From an optimization exercise on the open Yosys and OpenROAD flow, aimed at small area and a short achievable clock period; shortcuts taken in it are not production practice.
Function was checked by simulation only, so behaviour that the tests miss may differ from the original.
Power is estimated from default activity; no workload was simulated.

## design/flow/config.mk

```make
export PLATFORM = sky130hd
export DESIGN_NAME = exe_top
export DESIGN_NICKNAME = exe_top
export VERILOG_FILES = /design/flow/design.v
export SDC_FILE = /design/flow/constraint.sdc
export NUM_CORES = 4
export LEC_CHECK = 0
export CAP_MARGIN = 20
export CORE_MARGIN = 2
export CORE_UTILIZATION = 30
export SLEW_MARGIN = 20
```

## design/flow/constraint.sdc

```tcl
create_clock -name core_clock -period 13.0 [get_ports {clk}]
set_input_delay 2.6000 -clock core_clock [delete_from_list [all_inputs] [get_ports {clk}]]
set_output_delay 2.6000 -clock core_clock [all_outputs]
set_load 0.01 [all_outputs]
```

## design/flow/design.v

```verilog
package rv64_pkg;
	localparam int xlen = 64;                           
	typedef logic [xlen-1:0] reg_bus_t;                 
	localparam logic [xlen-1:0] zero_word = {xlen{1'b0}};
	typedef enum logic [4:0] {
		alu_nop,                                        
		alu_add,
		alu_addw,
		alu_sub,
		alu_subw,
		alu_slt,
		alu_sltu,
		alu_xor,
		alu_or,
		alu_and,
		alu_sll,
		alu_srl,
		alu_sra,
		alu_sllw,
		alu_srlw,
		alu_sraw,
		alu_lui,
		alu_beq,
		alu_bne,
		alu_blt,
		alu_bge,
		alu_bltu,
		alu_bgeu
	} alu_op_t;
	localparam logic [6:0] op_reg    = 7'b0110011;     
	localparam logic [6:0] op_imm    = 7'b0010011;     
	localparam logic [6:0] op_regw   = 7'b0111011;     
	localparam logic [6:0] op_immw   = 7'b0011011;     
	localparam logic [6:0] op_lui    = 7'b0110111;
	localparam logic [6:0] op_branch = 7'b1100011;     
endpackage
`timescale 1ns/100ps
module adder64 (
	input  rv64_pkg::reg_bus_t a,
	input  rv64_pkg::reg_bus_t b,
	input  logic     cin,
	output rv64_pkg::reg_bus_t sum,
	output logic     overflow,
	output logic     sign,
	output logic     cout,
	output logic     carry,
	output logic     zero
);
	logic [rv64_pkg::xlen:0] full_sum;  
	assign full_sum = {1'b0, a} + {1'b0, b} + {{rv64_pkg::xlen{1'b0}}, cin};
	assign sum      = full_sum[rv64_pkg::xlen-1:0];
	assign cout     = full_sum[rv64_pkg::xlen];
	assign overflow = (a[rv64_pkg::xlen-1] == b[rv64_pkg::xlen-1]) && (sum[rv64_pkg::xlen-1] != a[rv64_pkg::xlen-1]);
	assign sign     = sum[rv64_pkg::xlen-1];
	assign carry    = ~cout;                
	assign zero     = (sum == rv64_pkg::zero_word);
endmodule
`timescale 1ns/100ps
module id_stage (
	input  logic [31:0] instr,
	input  rv64_pkg::reg_bus_t    rs1_data,
	input  rv64_pkg::reg_bus_t    rs2_data,
	output rv64_pkg::alu_op_t     alu_op,
	output rv64_pkg::reg_bus_t    op1,
	output rv64_pkg::reg_bus_t    op2,
	output logic [4:0]  rd_addr,
	output logic        rd_wen,
	output logic        is_branch,
	output rv64_pkg::reg_bus_t    br_offset
);
	logic [6:0] opcode;
	logic [2:0] funct3;
	logic       f7_zero;        
	logic       f7_alt;         
	logic       f6_zero;        
	logic       f6_alt;
	rv64_pkg::reg_bus_t   imm_i;
	rv64_pkg::reg_bus_t   imm_u;
	assign opcode  = instr[6:0];
	assign funct3  = instr[14:12];
	assign f7_zero = (instr[31:25] == 7'b0000000);
	assign f7_alt  = (instr[31:25] == 7'b0100000);
	assign f6_zero = (instr[31:26] == 6'b000000);   
	assign f6_alt  = (instr[31:26] == 6'b010000);
	assign rd_addr = instr[11:7];
	assign op1     = rs1_data;
	assign imm_i     = {{52{instr[31]}}, instr[31:20]};
	assign imm_u     = {{32{instr[31]}}, instr[31:12], 12'b0};
	assign br_offset = {{51{instr[31]}}, instr[31], instr[7], instr[30:25], instr[11:8], 1'b0};
	always_comb begin
		alu_op    = rv64_pkg::alu_nop;
		op2       = rs2_data;
		is_branch = 1'b0;
		case (opcode)
			rv64_pkg::op_reg: begin
				case (funct3)
					3'b000: alu_op = f7_zero ? rv64_pkg::alu_add : (f7_alt ? rv64_pkg::alu_sub : rv64_pkg::alu_nop);
					3'b001: alu_op = f7_zero ? rv64_pkg::alu_sll : rv64_pkg::alu_nop;
					3'b010: alu_op = f7_zero ? rv64_pkg::alu_slt : rv64_pkg::alu_nop;
					3'b011: alu_op = f7_zero ? rv64_pkg::alu_sltu : rv64_pkg::alu_nop;
					3'b100: alu_op = f7_zero ? rv64_pkg::alu_xor : rv64_pkg::alu_nop;
					3'b101: alu_op = f7_zero ? rv64_pkg::alu_srl : (f7_alt ? rv64_pkg::alu_sra : rv64_pkg::alu_nop);
					3'b110: alu_op = f7_zero ? rv64_pkg::alu_or : rv64_pkg::alu_nop;
					default: alu_op = f7_zero ? rv64_pkg::alu_and : rv64_pkg::alu_nop;
				endcase
			end
			rv64_pkg::op_imm: begin
				op2 = imm_i;
				case (funct3)
					3'b000: alu_op = rv64_pkg::alu_add;
					3'b001: alu_op = f6_zero ? rv64_pkg::alu_sll : rv64_pkg::alu_nop;
					3'b010: alu_op = rv64_pkg::alu_slt;
					3'b011: alu_op = rv64_pkg::alu_sltu;
					3'b100: alu_op = rv64_pkg::alu_xor;
					3'b101: alu_op = f6_zero ? rv64_pkg::alu_srl : (f6_alt ? rv64_pkg::alu_sra : rv64_pkg::alu_nop);
					3'b110: alu_op = rv64_pkg::alu_or;
					default: alu_op = rv64_pkg::alu_and;
				endcase
			end
			rv64_pkg::op_regw, rv64_pkg::op_immw: begin
				if (opcode == rv64_pkg::op_immw) begin
					op2 = imm_i;
				end
				case (funct3)
					3'b000: begin
						if (opcode == rv64_pkg::op_immw) begin
							alu_op = rv64_pkg::alu_addw;                        
						end else begin
							alu_op = f7_zero ? rv64_pkg::alu_addw : (f7_alt ? rv64_pkg::alu_subw : rv64_pkg::alu_nop);
						end
					end
					3'b001: alu_op = f7_zero ? rv64_pkg::alu_sllw : rv64_pkg::alu_nop;
					3'b101: alu_op = f7_zero ? rv64_pkg::alu_srlw : (f7_alt ? rv64_pkg::alu_sraw : rv64_pkg::alu_nop);
					default: alu_op = rv64_pkg::alu_nop;
				endcase
			end
			rv64_pkg::op_lui: begin
				op2    = imm_u;
				alu_op = rv64_pkg::alu_lui;
			end
			rv64_pkg::op_branch: begin
				case (funct3)
					3'b000: alu_op = rv64_pkg::alu_beq;
					3'b001: alu_op = rv64_pkg::alu_bne;
					3'b100: alu_op = rv64_pkg::alu_blt;
					3'b101: alu_op = rv64_pkg::alu_bge;
					3'b110: alu_op = rv64_pkg::alu_bltu;
					3'b111: alu_op = rv64_pkg::alu_bgeu;
					default: alu_op = rv64_pkg::alu_nop;
				endcase
				is_branch = (alu_op != rv64_pkg::alu_nop);
			end
			default: alu_op = rv64_pkg::alu_nop;
		endcase
		rd_wen = (alu_op != rv64_pkg::alu_nop) && !is_branch;
	end
endmodule
`timescale 1ns/100ps
module exe_stage (
	input  logic     rst,
	input  rv64_pkg::alu_op_t  alu_op,
	input  rv64_pkg::reg_bus_t op1,
	input  rv64_pkg::reg_bus_t op2,
	output rv64_pkg::reg_bus_t rd_data,
	output logic     b_flag       
);
	logic        cin;
	rv64_pkg::reg_bus_t    b_in;            
	rv64_pkg::reg_bus_t    result_add;
	logic        overflow;
	logic        sign;
	logic        carry;
	logic        zero;
	logic        lt_signed;
	rv64_pkg::reg_bus_t    sll_result;
	rv64_pkg::reg_bus_t    srl_result;
	rv64_pkg::reg_bus_t    sra_result;
	logic [31:0] sll_result32;
	logic [31:0] srl_result32;
	logic [31:0] sra_result32;
	always_comb begin
		case (alu_op)
			rv64_pkg::alu_sub, rv64_pkg::alu_subw, rv64_pkg::alu_slt, rv64_pkg::alu_sltu,
			rv64_pkg::alu_beq, rv64_pkg::alu_bne, rv64_pkg::alu_blt, rv64_pkg::alu_bge, rv64_pkg::alu_bltu, rv64_pkg::alu_bgeu: begin
				b_in = ~op2;  
				cin  = 1'b1;
			end
			default: begin
				b_in = op2;
				cin  = 1'b0;
			end
		endcase
	end
	adder64 u_adder64 (
		.a        (op1),
		.b        (b_in),
		.cin      (cin),
		.sum      (result_add),
		.overflow (overflow),
		.sign     (sign),
		.cout     (),
		.carry    (carry),
		.zero     (zero)
	);
	assign lt_signed    = sign ^ overflow;
	assign sll_result   = op1 << op2[5:0];                      
	assign srl_result   = op1 >> op2[5:0];
	assign sra_result   = $signed(op1) >>> op2[5:0];
	assign sll_result32 = op1[31:0] << op2[4:0];                
	assign srl_result32 = op1[31:0] >> op2[4:0];
	assign sra_result32 = $signed(op1[31:0]) >>> op2[4:0];
	always_comb begin
		if (rst) begin
			rd_data = rv64_pkg::zero_word;
		end else begin
			case (alu_op)
				rv64_pkg::alu_add, rv64_pkg::alu_sub: rd_data = result_add;
				rv64_pkg::alu_addw, rv64_pkg::alu_subw: rd_data = {{32{result_add[31]}}, result_add[31:0]};
				rv64_pkg::alu_slt:  rd_data = {{(rv64_pkg::xlen-1){1'b0}}, lt_signed};
				rv64_pkg::alu_sltu: rd_data = {{(rv64_pkg::xlen-1){1'b0}}, carry};   
				rv64_pkg::alu_xor:  rd_data = op1 ^ op2;
				rv64_pkg::alu_or:   rd_data = op1 | op2;
				rv64_pkg::alu_and:  rd_data = op1 & op2;
				rv64_pkg::alu_sll:  rd_data = sll_result;
				rv64_pkg::alu_srl:  rd_data = srl_result;
				rv64_pkg::alu_sra:  rd_data = sra_result;
				rv64_pkg::alu_sllw: rd_data = {{32{sll_result32[31]}}, sll_result32};
				rv64_pkg::alu_srlw: rd_data = {{32{srl_result32[31]}}, srl_result32};
				rv64_pkg::alu_sraw: rd_data = {{32{sra_result32[31]}}, sra_result32};
				rv64_pkg::alu_lui:  rd_data = op2;                     
				default:  rd_data = rv64_pkg::zero_word;
			endcase
		end
	end
	always_comb begin
		if (rst) begin
			b_flag = 1'b0;
		end else begin
			case (alu_op)
				rv64_pkg::alu_beq:  b_flag = zero;
				rv64_pkg::alu_bne:  b_flag = ~zero;
				rv64_pkg::alu_blt:  b_flag = lt_signed;
				rv64_pkg::alu_bge:  b_flag = ~lt_signed;
				rv64_pkg::alu_bltu: b_flag = carry;
				rv64_pkg::alu_bgeu: b_flag = ~carry;
				default:  b_flag = 1'b0;
			endcase
		end
	end
endmodule
`timescale 1ns/100ps
module exe_result_reg (
	input  logic       clk,
	input  logic       rst,
	input  logic       instr_valid,
	input  rv64_pkg::reg_bus_t   pc,
	input  rv64_pkg::reg_bus_t   rd_data,
	input  logic       b_flag,
	input  logic [4:0] rd_addr,
	input  logic       rd_wen,
	input  logic       is_branch,
	input  rv64_pkg::reg_bus_t   br_offset,
	output logic       wb_valid,
	output logic [4:0] wb_rd_addr,
	output rv64_pkg::reg_bus_t   wb_data,
	output logic       wb_wen,
	output logic       br_taken,
	output rv64_pkg::reg_bus_t   br_target
);
	rv64_pkg::reg_bus_t target;
	logic     wen_next;
	logic     taken_next;
	assign target     = pc + br_offset;                                
	assign wen_next   = rd_wen && (rd_addr != 5'd0);                  
	assign taken_next = is_branch && b_flag;
	always_ff @(posedge clk) begin
		if (rst) begin
			wb_valid   <= 1'b0;
			wb_wen     <= 1'b0;
			br_taken   <= 1'b0;
			wb_rd_addr <= 5'd0;
			wb_data    <= rv64_pkg::zero_word;
			br_target  <= rv64_pkg::zero_word;
		end else begin
			wb_valid <= instr_valid;                   
			wb_wen   <= instr_valid && wen_next;
			br_taken <= instr_valid && taken_next;
			if (instr_valid) begin
				wb_rd_addr <= rd_addr;                 
				wb_data    <= rd_data;
				br_target  <= target;
			end
		end
	end
endmodule
`timescale 1ns/100ps
module exe_top (
	input  logic        clk,
	input  logic        rst,
	input  logic        instr_valid,   
	input  logic [31:0] instr,
	input  rv64_pkg::reg_bus_t    pc,
	input  rv64_pkg::reg_bus_t    rs1_data,
	input  rv64_pkg::reg_bus_t    rs2_data,
	output logic        wb_valid,
	output logic [4:0]  wb_rd_addr,
	output rv64_pkg::reg_bus_t    wb_data,
	output logic        wb_wen,
	output logic        br_taken,
	output rv64_pkg::reg_bus_t    br_target
);
	rv64_pkg::alu_op_t    alu_op;
	rv64_pkg::reg_bus_t   op1;
	rv64_pkg::reg_bus_t   op2;
	logic [4:0] rd_addr;
	logic       rd_wen;
	logic       is_branch;
	rv64_pkg::reg_bus_t   br_offset;
	rv64_pkg::reg_bus_t   rd_data;
	logic       b_flag;
	id_stage u_id_stage (
		.instr     (instr),
		.rs1_data  (rs1_data),
		.rs2_data  (rs2_data),
		.alu_op    (alu_op),
		.op1       (op1),
		.op2       (op2),
		.rd_addr   (rd_addr),
		.rd_wen    (rd_wen),
		.is_branch (is_branch),
		.br_offset (br_offset)
	);
	exe_stage u_exe_stage (
		.rst     (rst),
		.alu_op  (alu_op),
		.op1     (op1),
		.op2     (op2),
		.rd_data (rd_data),
		.b_flag  (b_flag)
	);
	exe_result_reg u_exe_result_reg (
		.clk         (clk),
		.rst         (rst),
		.instr_valid (instr_valid),
		.pc          (pc),
		.rd_data     (rd_data),
		.b_flag      (b_flag),
		.rd_addr     (rd_addr),
		.rd_wen      (rd_wen),
		.is_branch   (is_branch),
		.br_offset   (br_offset),
		.wb_valid    (wb_valid),
		.wb_rd_addr  (wb_rd_addr),
		.wb_data     (wb_data),
		.wb_wen      (wb_wen),
		.br_taken    (br_taken),
		.br_target   (br_target)
	);
endmodule
```

## design/flow/run.sh

```bash
#!/bin/bash
# synth_recipe.tcl (not shown) runs the flow's synth.tcl, then flattens the netlist and writes it again
# the make line also repeats each setting of config.mk as NAME=value (left out here)
make -C /OpenROAD-flow-scripts/flow DESIGN_CONFIG=/design/flow/config.mk WORK_HOME=/design/flow/orfs CLKGATE_MAP_FILE= SYNTH_SCRIPT=/design/flow/synth_recipe.tcl finish
```

==> summary.txt <==
Worst path slowest cell=nor4_1; number of global-route vias before repair=~32k; Ports=about 360; Residual DRC=0; sequential fraction of the synthesis area=9.98%; CTS clk-pin slew, worst paths=0.08 ns; Layout Nets=4808; Hold WC Path Type=reg2reg; die width=306 um; Leak=13.9 nW; worst slew pin tran=~1.4 ns; Distinct cells, synth=94; GRT overflow=0; Synth warnings=3; critical path required time=13.37 ns; die area=93300 um^2; final wirelength=around 190 mm; RSZ-0062 raised after global routing=no; row cnt=110; Max-Cap Viols=0; Detailed Route Iter0 Violations=5351; port bufs=between 300 and 400; endpoints failing hold=0; Peak supply drop=0.0909 mV; Detailed Place HPWL=156 mm; ys async rst share=0%; htree depth=4; area growth from synthesis to layout=21.6%; largest stage delay on the critical path=about 0.48 ns; Avg Cell Area, Syn=6.66 um^2; Post-Syn Instances=4092; # setup viols final=0; vias per cell=6.36; fin worst setup slack=0.535 ns; Util after Layout=36.8%; placed cell areas=around 32000 um^2; Starting Density=30.3%; hold path startpoint=u_exe_result_reg.wb_data[34]; Final TNS setup=0 ns; final slew viol count=0; #FFs+latches synth=136; Crit. End Element=flip-flop; initial antenna violation count=18; Clock Sinks=136; Die Y=306 um; clk_skew=0 ns; Root Driver=clkbuf_16; hold buffers post-CTS=0; WL per Instance=34.0 um; Cell Pwr Density=78.1 nW/um^2; pre-CTS WS=0.00454 ns; share of post-route cells with drive strength above 1=6.02%; most used cell, CP=nor4_1; CTS buffer count=17; vias=35.1k; first-pass GRT wire length=256 mm; commonest non-fill, non-tap cells in the layout=nor2_1 (497), nand2_1 (453), o21ai_0 (409); Netlist Area Pre-Place=about 27000 um^2; worst rel slew slack=5.78%; FF-to-FF Start=u_exe_result_reg.br_target[61]; maximum number of pins on one net before global-route repair=138; WP data arrival=around 13 ns; post-route ant nets=0; Post-synth EDFFs=0; Total GRT Usage=38.5%; GP Congestion=1.08; TritonRoute pass-1 iters=9; largest buffer count on any clock path=2; commonest non-fill, non-tap cell in the layout=nor2_1; Clock Latency Late Sink=0.44 ns; fmax=80.2 MHz; Top FF cell, synth=dfxtp_1; Max FO, Critical Path=28; crit start category=input pin; final hold slack=~0.46 ns; Tmin final=about 12 ns; critical path class=in2reg; Finished Cell Area=approximately 33000 um^2; CORE AREA=around 90000 um^2; status=no timing/DRC/antenna violations; Mapped Nets=between 4k and 5k; Final Cycle Share=95.9%; CTS tree=done; CP Launch Point=instr[25]
-- timing repair --
item	in CTS	in global routing
setup buffers	0	2
endpoints found under the hold margin	0	0
resized for setup	0	3
endpoints found under the setup margin	0	1
-- synthesized netlist by cell type (all sizes together) (12+ instances only) --
cell     instances  area, um^2
a31oi           46         288
o221ai          29         254
and2            30         188
or4             12        97.6
o21bai          27         203
and3            35         219
o31ai           23         173
nor2           501        1880
nor2b           26         163
o2111ai         19         184
nand4           44         275
o21ai          417        2090
nand3           69         345
or3             22         138
mux2i          257        2570
o211ai          55         418
buf             66         275
xor2            40         350
inv            177         664
nor3            73         375
dfxtp          136        2720
nand2          453        1700
clkbuf         224         841
o22ai           30         188
a21boi          24         180
mux2            29         327
a22oi           55         413
a211oi          48         360
nand2b          37         231
a221oi          35         307
a21oi          345        1730
o21a            31         233
ha             255        3190
o41ai           18         158
nor4            18         146
xnor2          124        1090
a2111oi         23         226
a21o            99         743
-- worst paths after layout --
kind,slack [ns],end,cells past startpoint
hold reg to reg,0.46,u_exe_result_reg.wb_data[34],2
setup / recovery,0.54,u_exe_result_reg.br_taken,43
hold / removal,0.46,u_exe_result_reg.wb_data[34],2
setup reg to reg,12.01,u_exe_result_reg.br_target[61],2
-- metal layers --
layer / vias to the layer above / routed length (um) / share of wire, % / global-route usage, %
met5: - / 108 / 0.057 / 0
met4: 14 / 10400 / 5.6 / 18.3
met3: 401 / 22800 / 12 / 12.0
met2: 2298 / 74400 / 40 / 54.0
met1: 16996 / 80200 / 43 / 52.9
li1: 15401 / - / - / -
-- cells by family after synthesis --
logic type / count (synthesis) / share of synthesized area, %
AOI/OAI and AO/OA: 1414 / 33.0
and+or+nand+nor: 1361 / 22.3
buffers and inverters: 469 / 6.56
muxes: 290 / 11.0
adders and majority gates: 258 / 11.9
xor gates and xnor gates: 164 / 5.27
DFF: 136 / 9.98
-- power by group --
| group | internal [mW] | switching, mW |
|---|---|---|
| Combinational | 0.511 | 1.07 |
| Clock | 0.343 | 0.216 |
| Sequential | 0.441 | 0.0135 |
| Total | 1.29 | 1.30 |
-- registers in the layout, summed over array words and instances (netlist names) --
signal,cells
u_exe_result_reg.wb_wen,1
u_exe_result_reg.br_target,64
u_exe_result_reg.wb_valid,1
u_exe_result_reg.br_taken,1
u_exe_result_reg.wb_data,64
u_exe_result_reg.wb_rd_addr,5
-- through the flow --
stage               power [mW]  cells
floorplan                 1.28   4092
global placement          1.96   5476
detailed placement        1.95   5477
CTS                       2.51   5509
global route              2.67   5512
finish                    2.59   5521
-- worst max-delay path, delay by kind of cell --
kind	cells	cell delay [ns]
multiplexers	1	0.36
buffers and inverters	6	1.54
XOR/XNOR	1	0.13
AO/OA/AOI/OAI	13	2.76
AND/OR/NAND/NOR	20	4.63
adder cells (fa/ha/maj)	2	0.75
-- cell type report --
| type | instances | area, um^2 |
|---|---|---|
| Antenna cell | 9 | 22.5 |
| Clock buffer | 18 | 429 |
| Clock inverter | 14 | 220 |
| Fill cell | 9920 | 56900 |
| Inverter | 179 | 682 |
| Multi-Input combinational cell | 3487 | 22900 |
| Sequential cell | 136 | 2720 |
| Tap cell | 1176 | 1470 |
| Timing Repair Buffer | 502 | 4700 |

[afterwards: timing with drivers on the ports]
The flow's constraints put no driver on any port. The routed layout listed below was extracted and timed again, unchanged, in two steps.
Step 1: set_driving_cell puts a clkbuf_16 on clk and a buf_2 on each other input, an assumption about the parent block.
Step 2 also shifts input and output timing later by t, the mid clock arrival at the registers, as if the neighbouring blocks saw the same clock.
Slacks: ideal ports / drivers / drivers and shift; pairs: ideal ports / drivers.
t, ns: 0.500
setup slack, ns: 0.535 / 0.571 / 0.071
worst data-port slew with drivers (ns): 0.12
After both steps this run still meets setup and hold. For this run, drivers alone change the setup slack by +0.036 ns; drivers and shift together by -0.464 ns.
